Background: an optimization exercise with open tools, aiming at small area, a short achievable clock period and few clock cycles per item. Do not read the settings as production practice.
At most, simulation tests tie the RTL to the original design; equivalence was not proved.
No activity file was given, so power comes from the tool's default toggle rates.

==> inputs of run A <==
Design qkv_top, start of the top module:
module qkv_top #(
	parameter int num_proj = 3
) (
	input  logic        clk,
	input  logic        reset_n,
	input  logic        dut_valid,
	output logic        dut_ready,
	output logic [15:0] input_read_address,
	input  logic [31:0] input_read_data,
	output logic [15:0] weight_read_address,
	input  logic [31:0] weight_read_data,
	output logic        result_write_enable,
	output logic [15:0] result_write_address,
	output logic [31:0] result_write_data
);
==> module operand_fetch, before the edit <==
module operand_fetch #(
	parameter int num_proj = 3
) (
	input  logic        clk,
	input  logic [31:0] input_read_data,
	input  logic [31:0] weight_read_data,
	output logic [15:0] input_read_address,
	output logic [15:0] weight_read_address,
	input  logic        hdr2,
	input  logic        run,
	output logic        k_last,
	output logic        all_last
);
	logic [15:0] rows_i, cols_i, cols_w;
	logic [15:0] kc, jc, ic;
	logic [1:0]  p;
	logic [15:0] row_base;    
	logic [15:0] col_base;    
	logic [15:0] mat_base;    
	logic        k_end, j_end, i_end, p_end;
	logic [15:0] in_next, w_next;
	assign k_end = (kc == 16'd1);
	assign j_end = (jc == 16'd1);
	assign i_end = (ic == 16'd1);
	assign p_end = (p == 2'(num_proj - 1));
	assign k_last   = k_end;
	assign all_last = k_end & j_end & i_end & p_end;
	always_comb begin
		if (!k_end || (j_end && !i_end))
			in_next = input_read_address + 16'd1;    
		else if (!j_end)
			in_next = row_base;                       
		else
			in_next = 16'd1;                          
		if (!k_end)
			w_next = weight_read_address + cols_w;    
		else if (!j_end)
			w_next = col_base + 16'd1;                
		else if (!i_end)
			w_next = mat_base;                        
		else
			w_next = weight_read_address + 16'd1;     
	end
	always_ff @(posedge clk) begin
		if (hdr2) begin
			rows_i <= input_read_data[31:16];
			cols_i <= input_read_data[15:0];
			cols_w <= weight_read_data[15:0];
			kc <= input_read_data[15:0];
			jc <= weight_read_data[15:0];
			ic <= input_read_data[31:16];
			p  <= '0;
		end else if (run) begin
			kc <= k_end ? cols_i : kc - 16'd1;
			if (k_end) begin
				jc <= j_end ? cols_w : jc - 16'd1;
				if (j_end) begin
					ic <= i_end ? rows_i : ic - 16'd1;
					if (i_end)
						p <= p + 2'd1;
				end
			end
		end
	end
	always_ff @(posedge clk) begin
		if (hdr2) begin
			input_read_address  <= 16'd1;
			weight_read_address <= 16'd1;
			row_base <= 16'd1;
			col_base <= 16'd1;
			mat_base <= 16'd1;
		end else if (run) begin
			input_read_address  <= in_next;
			weight_read_address <= w_next;
			if (k_end) begin
				col_base <= w_next;
				if (j_end) begin
					row_base <= in_next;
					if (i_end)
						mat_base <= w_next;
				end
			end
		end else begin
			input_read_address  <= '0;
			weight_read_address <= '0;
		end
	end
endmodule
make LEC_CHECK=0 CAP_MARGIN=20 CORE_MARGIN=2 CORE_UTILIZATION=40 SETUP_SLACK_MARGIN=5 SLEW_MARGIN=20 finish   # period 9.0 ns
run.sh (not shown) runs the stock make flow with config.mk's settings and CLKGATE_MAP_FILE= SYNTH_SCRIPT=/design/flow/synth_recipe.tcl, a recipe that flattens the netlist after the stock synthesis.
==> run G: changes against run A <==
--- a/flow/design.v
+++ b/flow/design.v
@@ -62,9 +62,6 @@
 	logic [15:0] mat_base;    
 	logic        k_end, j_end, i_end, p_end;
 	logic [15:0] in_next, w_next;
-	assign k_end = (kc == 16'd1);
-	assign j_end = (jc == 16'd1);
-	assign i_end = (ic == 16'd1);
 	assign p_end = (p == 2'(num_proj - 1));
 	assign k_last   = k_end;
 	assign all_last = k_end & j_end & i_end & p_end;
@@ -92,13 +89,19 @@
 			kc <= input_read_data[15:0];
 			jc <= weight_read_data[15:0];
 			ic <= input_read_data[31:16];
+			k_end <= (input_read_data[15:0] == 16'd1);
+			j_end <= (weight_read_data[15:0] == 16'd1);
+			i_end <= (input_read_data[31:16] == 16'd1);
 			p  <= '0;
 		end else if (run) begin
-			kc <= k_end ? cols_i : kc - 16'd1;
+			kc    <= k_end ? cols_i : kc - 16'd1;
+			k_end <= k_end ? (cols_i == 16'd1) : (kc == 16'd2);
 			if (k_end) begin
-				jc <= j_end ? cols_w : jc - 16'd1;
+				jc    <= j_end ? cols_w : jc - 16'd1;
+				j_end <= j_end ? (cols_w == 16'd1) : (jc == 16'd2);
 				if (j_end) begin
-					ic <= i_end ? rows_i : ic - 16'd1;
+					ic    <= i_end ? rows_i : ic - 16'd1;
+					i_end <= i_end ? (rows_i == 16'd1) : (ic == 16'd2);
 					if (i_end)
 						p <= p + 2'd1;
 				end
==> flow/flow/run.sh (new file) <==
#!/bin/bash
set -e
MARGIN=6
echo "export SETUP_SLACK_MARGIN = $MARGIN" >> config.mk
bash standard.sh > standard.log 2>&1
==> flow/standard.sh (new file) <==
#!/bin/bash
# synth_recipe.tcl (not shown) runs the flow's synth.tcl, then flattens the netlist and writes it again
# the make line also repeats each setting of config.mk as NAME=value (left out here)
make -C /OpenROAD-flow-scripts/flow DESIGN_CONFIG=/design/flow/config.mk WORK_HOME=/design/flow/orfs CLKGATE_MAP_FILE= SYNTH_SCRIPT=/design/flow/synth_recipe.tcl "${@:-finish}"
- SETUP_SLACK_MARGIN: 5 -> 6
removed: flow/run.sh
==> run H: changes against run A <==
==> flow/flow/run.sh (new file) <==
#!/bin/bash
set -e
cp standard.sh standard_copy.txt
cat config.mk > config_before.txt
MARGIN=$(cat flow/margin.txt)
echo "export SETUP_SLACK_MARGIN = $MARGIN" >> config.mk
bash standard.sh > standard.log 2>&1
==> flow/flow/margin.txt (new file) <==
6
==> flow/standard.sh (new file) <==
#!/bin/bash
# synth_recipe.tcl (not shown) runs the flow's synth.tcl, then flattens the netlist and writes it again
# the make line also repeats each setting of config.mk as NAME=value (left out here)
make -C /OpenROAD-flow-scripts/flow DESIGN_CONFIG=/design/flow/config.mk WORK_HOME=/design/flow/orfs CLKGATE_MAP_FILE= SYNTH_SCRIPT=/design/flow/synth_recipe.tcl "${@:-finish}"
- SETUP_SLACK_MARGIN: 5 -> 6
removed: flow/run.sh
==> comparison <==
Global-route usage, highest first: run G, run H, run A.
Critical path depth: run A is lower than run G (2).
Sequential power is about the same in run A and run G.
Run A passed the timing, DRC and antenna checks. Run H completed with no timing, DRC or antenna violations. Run G finished with timing, DRC and antenna clean.
In flip-flop and latch count, run A and run H do not differ.
The highest via count belongs to run G, the lowest to run A.
In run H the clock-buffer cell count is higher than in run A, by 11.
In run A the final area is smaller than in run H, by 4.2%.
In run G the clock skew is lower than in run H, by 33 ps.
Between run G and run A, the lower register-to-register slack is in run A (gap 640 ps).
==> figures <==
| quantity | run H | run A | run G |
|---|---|---|---|
| Outcome | finished clean | finished clean | finished clean |
| Sequential power | 3.25 mW | 3.27 mW | 3.29 mW |
| Fraction of power spent switching nets | 36.7% | 36.2% | 36.6% |
| Power density over cell area | 301 nW/um^2 | 311 nW/um^2 | 287 nW/um^2 |
| Crit path max fanout | 15 | 19 | 6 |
| Register bit total from synthesis | 506 | 506 | 509 |
| GR Layer Usage met1 | 27.8% | 26.8% | 26.7% |
| Delay of the slowest cell on the worst path | 560 ps | 690 ps | 560 ps |
| Uppermost metal layer occupied by signal nets | met5 | met4 | met5 |
| Non-clock buffer count | 264 | 180 | 242 |
| Cell total after placement | 3865 | 3856 | 3873 |
| Syn avg cell area | 10.2 um^2 | 10.2 um^2 | 10.3 um^2 |
| Post-place setup slack | 5180 ps | 5210 ps | 5230 ps |
| Met2 wirelength from detailed routing | 38000 um | 36500 um | 40200 um |
| Layout inverter count without the clock tree | 166 | 166 | 169 |
| Buffers and inverters on the worst path | 3 | 1 | 3 |
| Clk slew on worst S/H paths | 70 ps | 60 ps | 60 ps |
| Final-layout worst hold slack | 319 ps | 292 ps | 331 ps |
| Post-CTS Repair Setup Buffers | 53 | 0 | 52 |
Testbench counts of run A, summed over its fixed seeds: cycles 54,315, macs 53,547.
Testbench counts of run H, summed over its fixed seeds: cycles 54,315, macs 53,547.
No functional check of the RTL was part of run G.

==> trial 10 <==
Another version of the RTL of qkv_top (not shown whole).
==> module operand_fetch, before the edit <==
module operand_fetch #(
	parameter int num_proj = 3
) (
	input  logic        clk,
	input  logic [31:0] input_read_data,
	input  logic [31:0] weight_read_data,
	output logic [15:0] input_read_address,
	output logic [15:0] weight_read_address,
	input  logic        hdr2,
	input  logic        run,
	output logic        k_last,
	output logic        all_last
);
	logic [14:0] rows_i, cols_i, cols_w;
	logic [14:0] kc, jc, ic;
	logic [1:0]  p;
	logic [15:0] row_base;    
	logic [15:0] col_base;    
	logic [15:0] mat_base;    
	logic        k_end, j_end, i_end, p_end;
	logic [15:0] in_next, w_next;
	logic [15:0] w_stride;
	add16 u_stride (.a(weight_read_address), .b({1'b0, cols_w}), .s(w_stride));
	assign p_end = (p == 2'(num_proj - 1));
	assign k_last   = k_end;
	assign all_last = k_end & j_end & i_end & p_end;
	always_comb begin
		if (!k_end || (j_end && !i_end))
			in_next = input_read_address + 16'd1;    
		else if (!j_end)
			in_next = row_base;                       
		else
			in_next = 16'd1;                          
		if (!k_end)
			w_next = w_stride;                        
		else if (!j_end)
			w_next = col_base + 16'd1;                
		else if (!i_end)
			w_next = mat_base;                        
		else
			w_next = weight_read_address + 16'd1;     
	end
	always_ff @(posedge clk) begin
		if (hdr2) begin
			rows_i <= input_read_data[30:16];
			cols_i <= input_read_data[14:0];
			cols_w <= weight_read_data[14:0];
			kc <= input_read_data[14:0];
			jc <= weight_read_data[14:0];
			ic <= input_read_data[30:16];
			k_end <= (input_read_data[14:0] == 15'd1);
			j_end <= (weight_read_data[14:0] == 15'd1);
			i_end <= (input_read_data[30:16] == 15'd1);
			p  <= '0;
		end else if (run) begin
			kc    <= k_end ? cols_i : kc - 15'd1;
			k_end <= k_end ? (cols_i == 15'd1) : (kc == 15'd2);
			if (k_end) begin
				jc    <= j_end ? cols_w : jc - 15'd1;
				j_end <= j_end ? (cols_w == 15'd1) : (jc == 15'd2);
				if (j_end) begin
					ic    <= i_end ? rows_i : ic - 15'd1;
					i_end <= i_end ? (rows_i == 15'd1) : (ic == 15'd2);
					if (i_end)
						p <= p + 2'd1;
				end
			end
		end
	end
	always_ff @(posedge clk) begin
		if (hdr2) begin
			input_read_address  <= 16'd1;
			weight_read_address <= 16'd1;
			row_base <= 16'd1;
			col_base <= 16'd1;
			mat_base <= 16'd1;
		end else if (run) begin
			input_read_address  <= in_next;
			weight_read_address <= w_next;
			if (k_end) begin
				col_base <= w_next;
				if (j_end) begin
					row_base <= in_next;
					if (i_end)
						mat_base <= w_next;
				end
			end
		end else begin
			input_read_address  <= '0;
			weight_read_address <= '0;
		end
	end
endmodule
export LEC_CHECK = 0
export CAP_MARGIN = 20
export CORE_MARGIN = 2
export CORE_UTILIZATION = 40
export SLEW_MARGIN = 20
export SYNTH_HIERARCHICAL = 1
export SYNTH_MINIMUM_KEEP_SIZE = 0
export SETUP_SLACK_MARGIN = 6
export BUFFER_PORTS_ARGS = -buffer_cell sky130_fd_sc_hd__buf_2
export CTS_ARGS = -sink_clustering_enable -repair_clock_nets -dont_use_dummy_load -sink_clustering_size 32 -sink_clustering_max_diameter 64
create_clock -name core_clock -period 9.0 [get_ports {clk}]
standard.sh (not shown) runs the stock make flow with config.mk's settings and CLKGATE_MAP_FILE= SYNTH_SCRIPT=/design/flow/synth_recipe.tcl, a recipe that flattens the netlist after the stock synthesis.
==> flow/flow/run.sh <==
#!/bin/bash
set -e
MARGIN=6
cat >> config.mk <<EOS
export SETUP_SLACK_MARGIN = $MARGIN
export BUFFER_PORTS_ARGS = -buffer_cell sky130_fd_sc_hd__buf_2
export CTS_ARGS = -sink_clustering_enable -repair_clock_nets -dont_use_dummy_load -sink_clustering_size 32 -sink_clustering_max_diameter 64
EOS
bash standard.sh > standard.log 2>&1
==> build 78 (differences from trial 10) <==
--- a/flow/design.v
+++ b/flow/design.v
@@ -56,4 +56,4 @@
 );
-	logic [14:0] rows_i, cols_i, cols_w;
-	logic [14:0] kc, jc, ic;
+	logic [15:0] rows_i, cols_i, cols_w;
+	logic [15:0] kc, jc, ic;
 	logic [1:0]  p;
@@ -65,3 +65,3 @@
 	logic [15:0] w_stride;
-	add16 u_stride (.a(weight_read_address), .b({1'b0, cols_w}), .s(w_stride));
+	add16 u_stride (.a(weight_read_address), .b(cols_w), .s(w_stride));
 	assign p_end = (p == 2'(num_proj - 1));
@@ -87,21 +87,21 @@
 		if (hdr2) begin
-			rows_i <= input_read_data[30:16];
-			cols_i <= input_read_data[14:0];
-			cols_w <= weight_read_data[14:0];
-			kc <= input_read_data[14:0];
-			jc <= weight_read_data[14:0];
-			ic <= input_read_data[30:16];
-			k_end <= (input_read_data[14:0] == 15'd1);
-			j_end <= (weight_read_data[14:0] == 15'd1);
-			i_end <= (input_read_data[30:16] == 15'd1);
+			rows_i <= input_read_data[31:16];
+			cols_i <= input_read_data[15:0];
+			cols_w <= weight_read_data[15:0];
+			kc <= input_read_data[15:0];
+			jc <= weight_read_data[15:0];
+			ic <= input_read_data[31:16];
+			k_end <= (input_read_data[15:0] == 16'd1);
+			j_end <= (weight_read_data[15:0] == 16'd1);
+			i_end <= (input_read_data[31:16] == 16'd1);
 			p  <= '0;
 		end else if (run) begin
-			kc    <= k_end ? cols_i : kc - 15'd1;
-			k_end <= k_end ? (cols_i == 15'd1) : (kc == 15'd2);
+			kc    <= k_end ? cols_i : kc - 16'd1;
+			k_end <= k_end ? (cols_i == 16'd1) : (kc == 16'd2);
 			if (k_end) begin
-				jc    <= j_end ? cols_w : jc - 15'd1;
-				j_end <= j_end ? (cols_w == 15'd1) : (jc == 15'd2);
+				jc    <= j_end ? cols_w : jc - 16'd1;
+				j_end <= j_end ? (cols_w == 16'd1) : (jc == 16'd2);
 				if (j_end) begin
-					ic    <= i_end ? rows_i : ic - 15'd1;
-					i_end <= i_end ? (rows_i == 15'd1) : (ic == 15'd2);
+					ic    <= i_end ? rows_i : ic - 16'd1;
+					i_end <= i_end ? (rows_i == 16'd1) : (ic == 16'd2);
 					if (i_end)
==> flow/flow/run.sh (replaced) <==
#!/bin/bash
set -e
MARGIN=6
cat >> config.mk <<EOS
export SETUP_SLACK_MARGIN = $MARGIN
export BUFFER_PORTS_ARGS = -buffer_cell sky130_fd_sc_hd__buf_2
export CTS_ARGS = -sink_clustering_enable -repair_clock_nets -dont_use_dummy_load -sink_clustering_size 40 -sink_clustering_max_diameter 80
EOS
bash standard.sh > standard.log 2>&1
--- a/flow/config.mk
+++ b/flow/config.mk
@@ -15,2 +15,2 @@
 export BUFFER_PORTS_ARGS = -buffer_cell sky130_fd_sc_hd__buf_2
-export CTS_ARGS = -sink_clustering_enable -repair_clock_nets -dont_use_dummy_load -sink_clustering_size 32 -sink_clustering_max_diameter 64
+export CTS_ARGS = -sink_clustering_enable -repair_clock_nets -dont_use_dummy_load -sink_clustering_size 40 -sink_clustering_max_diameter 80
==> results.txt <==
Starting Density: 40.6%
maximum clock rate: 339 MHz
Worst Hold Margin: 0.329 ns
Slowest Stage Delay on Critical Path: 0.41 ns
actual slew at the worst max-slew pin: 0.999 ns
status: timing/DRC/antenna clean
Max-slew headroom: 33.3%
fraction of standard cell area in multi-input logic: 54.1%
# the run above: build 78

==> results.txt <==
status: timing/DRC/antenna clean
Max-slew headroom: 36.0%
Worst Hold Margin: 0.329 ns
Starting Density: 40.5%
actual slew at the worst max-slew pin: 0.958 ns
fraction of standard cell area in multi-input logic: 54.1%
Slowest Stage Delay on Critical Path: 0.42 ns
# the run above: trial 10

Testbench counts of build 78, summed over its fixed seeds: cycles 54,315, macs 53,547.
For trial 10, only the layout was checked, not whether the RTL still works.

==> zinc: inputs <==
qkv_top, a different RTL version from the one above (not shown whole).
clock: 9.0 ns
lec_check: 0
cap_margin: 20
core_margin: 2
core_utilization: 40
slew_margin: 20
synth_hierarchical: 1
synth_minimum_keep_size: 0
setup_slack_margin: 6
==> flow/flow/run.sh <==
#!/bin/bash
set -e
MARGIN=6
echo "export SETUP_SLACK_MARGIN = $MARGIN" >> config.mk
bash standard.sh > standard.log 2>&1
==> pepper (differences from zinc) <==
--- a/flow/config.mk
+++ b/flow/config.mk
@@ -7,7 +7,8 @@
 export LEC_CHECK = 0
 export CAP_MARGIN = 20
 export CORE_MARGIN = 2
-export CORE_UTILIZATION = 40
+export CORE_UTILIZATION = 60
+export PLACE_DENSITY = 0.72
 export SLEW_MARGIN = 20
 export SYNTH_HIERARCHICAL = 1
 export SYNTH_MINIMUM_KEEP_SIZE = 0
==> sierra (differences from zinc) <==
--- a/flow/config.mk
+++ b/flow/config.mk
@@ -8,6 +8,7 @@
 export CAP_MARGIN = 20
 export CORE_MARGIN = 2
 export CORE_UTILIZATION = 40
+export CTS_BUF_LIST = sky130_fd_sc_hd__clkbuf_4
 export SLEW_MARGIN = 20
 export SYNTH_HIERARCHICAL = 1
 export SYNTH_MINIMUM_KEEP_SIZE = 0
==> qor summary <==
                                                             zinc          sierra          pepper
Status                                                finished clean  finished clean  finished clean
Pin count of the biggest net entering global routing              88              88              87
Later-pin clock latency in the skew report                   0.64 ns         1.00 ns         0.62 ns
Power consumed by combinational cells                      0.00462 W       0.00465 W       0.00460 W
Top achievable clock speed                                 0.333 GHz       0.303 GHz       0.324 GHz
Postcts setup bufs                                                33              45              31
Router iterations before antenna repair                            6               6              10
Total CTS buffers                                                 56             142              56
Wire length the detailed router placed on met1              37100 um        36200 um        33000 um
Met3 wire len                                                5910 um         7020 um         7260 um
Element type at the critical path end                           flop      output pin            flop
Tap cell count                                                   969             969             672
Seq. pwr                                                   0.00344 W       0.00346 W       0.00348 W
Testbench counts of zinc, summed over its fixed seeds: cycles 54,315, macs 53,547.
Testbench counts of pepper, summed over its fixed seeds: cycles 54,315, macs 53,547.
Testbench counts of sierra, summed over its fixed seeds: cycles 54,315, macs 53,547.

==> separate check: timing with driven ports <==
Ports are ideal in the flow. The routed layouts listed here were re-timed in OpenROAD.
Step 1 assumes that a clkbuf_16 drives the clock port and a buf_2 every other input.
Step 2 moves the port delays by t, midway between the first and last clock arrival at a register: inputs arrive t later, outputs are due t later. That takes back most of the time a late clock gives input paths.
Three values: ideal, step 1, step 2; two values: the first two.
| run | t, ns | slack for setup (ns) | hold slack, ns | slew at the worst register clock pin (ns) | worst slew at a driven data input, ns |
|---|---|---|---|---|---|
| run A | 0.702 | 5.263 / 5.263 / 5.263 | 0.292 / 0.292 / 0.292 | 0.07 / 0.07 | 0.12 |
| run G | 0.700 | 5.906 / 5.906 / 5.629 | 0.331 / 0.331 / 0.331 | 0.07 / 0.07 | 0.10 |
| run H | 0.688 | 5.883 / 5.883 / 5.883 | 0.319 / 0.319 / 0.319 | 0.07 / 0.07 | 0.11 |
| trial 10 | 0.643 | 6.029 / 5.965 / 6.109 | 0.329 / 0.329 / 0.329 | 0.12 / 0.12 | 0.11 |
| build 78 | 0.619 | 6.053 / 5.989 / 5.758 | 0.329 / 0.329 / 0.329 | 0.12 / 0.12 | 0.10 |
| zinc | 0.690 | 5.997 / 5.985 / 5.459 | 0.326 / 0.326 / 0.326 | 0.07 / 0.07 | 0.07 |
| pepper | 0.674 | 5.909 / 5.909 / 5.518 | 0.333 / 0.333 / 0.333 | 0.06 / 0.06 | 0.11 |
| sierra | 1.014 | 5.700 / 5.634 / 5.438 | 0.334 / 0.334 / 0.334 | 0.07 / 0.07 | 0.08 |
After both steps every run listed still meets setup and hold. The setup slack of zinc, which loses most, moves by -0.012 ns with the drivers and by -0.538 ns with both steps.
